What follows belongs to an exercise in optimizing a design on an open flow for small area; a production flow would make more cautious choices.
No activity file was given, so power comes from the tool's default toggle rates.

== ember ==
// cpu_top
module cpu_top (
  input  logic        clk,
  input  logic        reset,
  input  logic [31:0] imem_data,
  input  logic [31:0] dmem_rdata,
  output logic [31:0] imem_addr,
  output logic [31:0] dmem_addr,
  output logic [31:0] dmem_wdata,
  output logic        dmem_we,
  output logic        halted
);
Size: ~160 I/O pins, ~45000 um2 of cells after synthesis.
export LEC_CHECK = 0
export CAP_MARGIN = 20
export CORE_MARGIN = 2
export CORE_UTILIZATION = 40
export SLEW_MARGIN = 20
export BUFFER_PORTS_ARGS = -buffer_cell sky130_fd_sc_hd__buf_2
export CTS_ARGS = -sink_clustering_enable -repair_clock_nets -dont_use_dummy_load -buf_list sky130_fd_sc_hd__clkbuf_16 -sink_clustering_size 25 -sink_clustering_max_diameter 80
create_clock -name core_clock -period 12.0 [get_ports {clk}]
standard.sh (not shown) runs the stock make flow with config.mk's settings and CLKGATE_MAP_FILE= SYNTH_SCRIPT=/design/flow/synth_recipe.tcl, a recipe that flattens the netlist after the stock synthesis.
==> flow/flow/run.sh <==
#!/bin/bash
# The standard layout (standard.sh) with these changes:
#  - synthesis maps with an area-oriented ABC script (flow/synth.tcl, flow/abc_area.script);
#    registers are mapped before ABC runs, so they are the standard synthesis's registers;
#  - ports get buf_2 buffers instead of the delay cell buffer_ports picks by default;
#  - CTS uses clkbuf_16 with larger sink clusters and inserts no dummy loads.
set -euo pipefail
cd "$(dirname "$0")/.."
export OWN_FLOW_DIR=$PWD/flow
cat >> config.mk <<'EOC'
export BUFFER_PORTS_ARGS = -buffer_cell sky130_fd_sc_hd__buf_2
export CTS_ARGS = -sink_clustering_enable -repair_clock_nets -dont_use_dummy_load -buf_list sky130_fd_sc_hd__clkbuf_16 -sink_clustering_size 25 -sink_clustering_max_diameter 80
EOC
grep -q 'SYNTH_SCRIPT=' standard.sh
sed "s#SYNTH_SCRIPT=[^ ]*#SYNTH_SCRIPT=$PWD/flow/synth.tcl#" standard.sh > own_standard.sh
bash own_standard.sh > flow.log 2>&1
==> flow/flow/abc_area.script <==
&get -n
&dch -r -x
&nf -p -R 1000
&put
==> flow/flow/synth.tcl <==
# The standard synthesis script (synth_recipe.tcl), with one change: the final ABC mapping
# uses abc_area.script from this folder instead of ORFS's abc_speed.script.
proc synth {args} { yosys synth -nofsm -noshare {*}$args }
proc abc {args} {
  set i [lsearch -exact $args -script]
  if {$i >= 0} { lset args [expr {$i + 1}] $::env(OWN_FLOW_DIR)/abc_area.script }
  yosys abc {*}$args
}
source $::env(SCRIPTS_DIR)/synth.tcl
# left out here: clear keep_hierarchy, flatten, clean up, hide names made inside functions, write 1_2_yosys.v
ember completed end to end with timing, DRC and antenna clean.
Input changes introduced in indigo (baseline for comparison: ember):
- a change of CTS_ARGS from -sink_clustering_enable -repair_clock_nets -dont_use_dummy_load -buf_list sky130_fd_sc_hd__clkbuf_16 -sink_clustering_size 25 -sink_clustering_max_diameter 80 to -sink_clustering_enable -repair_clock_nets -dont_use_dummy_load -buf_list sky130_fd_sc_hd__clkbuf_16 -sink_clustering_size 28 -sink_clustering_max_diameter 90
diff --git a/flow/flow/run.sh b/flow/flow/run.sh
--- a/flow/flow/run.sh
+++ b/flow/flow/run.sh
@@ -10,5 +10,5 @@
 cat >> config.mk <<'EOC'
 export BUFFER_PORTS_ARGS = -buffer_cell sky130_fd_sc_hd__buf_2
-export CTS_ARGS = -sink_clustering_enable -repair_clock_nets -dont_use_dummy_load -buf_list sky130_fd_sc_hd__clkbuf_16 -sink_clustering_size 25 -sink_clustering_max_diameter 80
+export CTS_ARGS = -sink_clustering_enable -repair_clock_nets -dont_use_dummy_load -buf_list sky130_fd_sc_hd__clkbuf_16 -sink_clustering_size 28 -sink_clustering_max_diameter 90
 EOC
 grep -q 'SYNTH_SCRIPT=' standard.sh
==> flow/flow/abc_area.script <==
&get -n
&dch -r -x
&nf -p -R 1000
&put
&get -n
&dch -r -x
&nf -p -R 1000
&put
&get -n
&dch -r -x
&nf -p -R 1000
&put
&get -n
&dch -r -x
&nf -p -R 1000
&put
==> summary.txt <==
Changes observed in indigo relative to ember: part of the total power dissipated in combinational logic went up 0.4 points, HPWL reported at the end of detailed placement went up 6000 um, maximum clock frequency went down about 0.75%, total power went down about 2%. Summary of indigo over ember: utilization moved up; finished layout cell area moved up. Relative to ember, the met1 track demand over resource of indigo is higher by 1.7 points. Delta (indigo minus ember): number of nets in the finished design up about 1.7%, all-layer global routing usage up 1.2 points, die area down 0.36%.
No run of this note included a check of the RTL's function; only the layout flow was run.

## what the ideal ports hide
Ports are ideal in the flow. The routed layouts listed here were re-timed in OpenROAD. Step 1 sets driving cells, clkbuf_16 on the clock port and buf_2 on the other inputs (assumed; they add their load-dependent delay and slew). Step 2 moves the port delays by t, midway between the first and last clock arrival at a register: inputs arrive t later, outputs are due t later. That takes back most of the time a late clock gives input paths. a / b / c = ideal ports / drivers / drivers and shift; a / b = the first two.
run	shift t [ns]	setup WS [ns]	worst hold slack (ns)	worst setup path at the end	worst register clock-pin slew, ns
ember	0.728	0.384 / 0.317 / 0.317	0.507 / 0.507 / 0.507	input to output	0.10 / 0.10
indigo	0.715	0.296 / 0.265 / 0.265	0.507 / 0.507 / 0.507	input to output	0.11 / 0.11
After both steps setup and hold are still met in every run listed. The setup slack of ember, which loses most, moves by -0.067 ns with the drivers and by -0.067 ns with both steps.
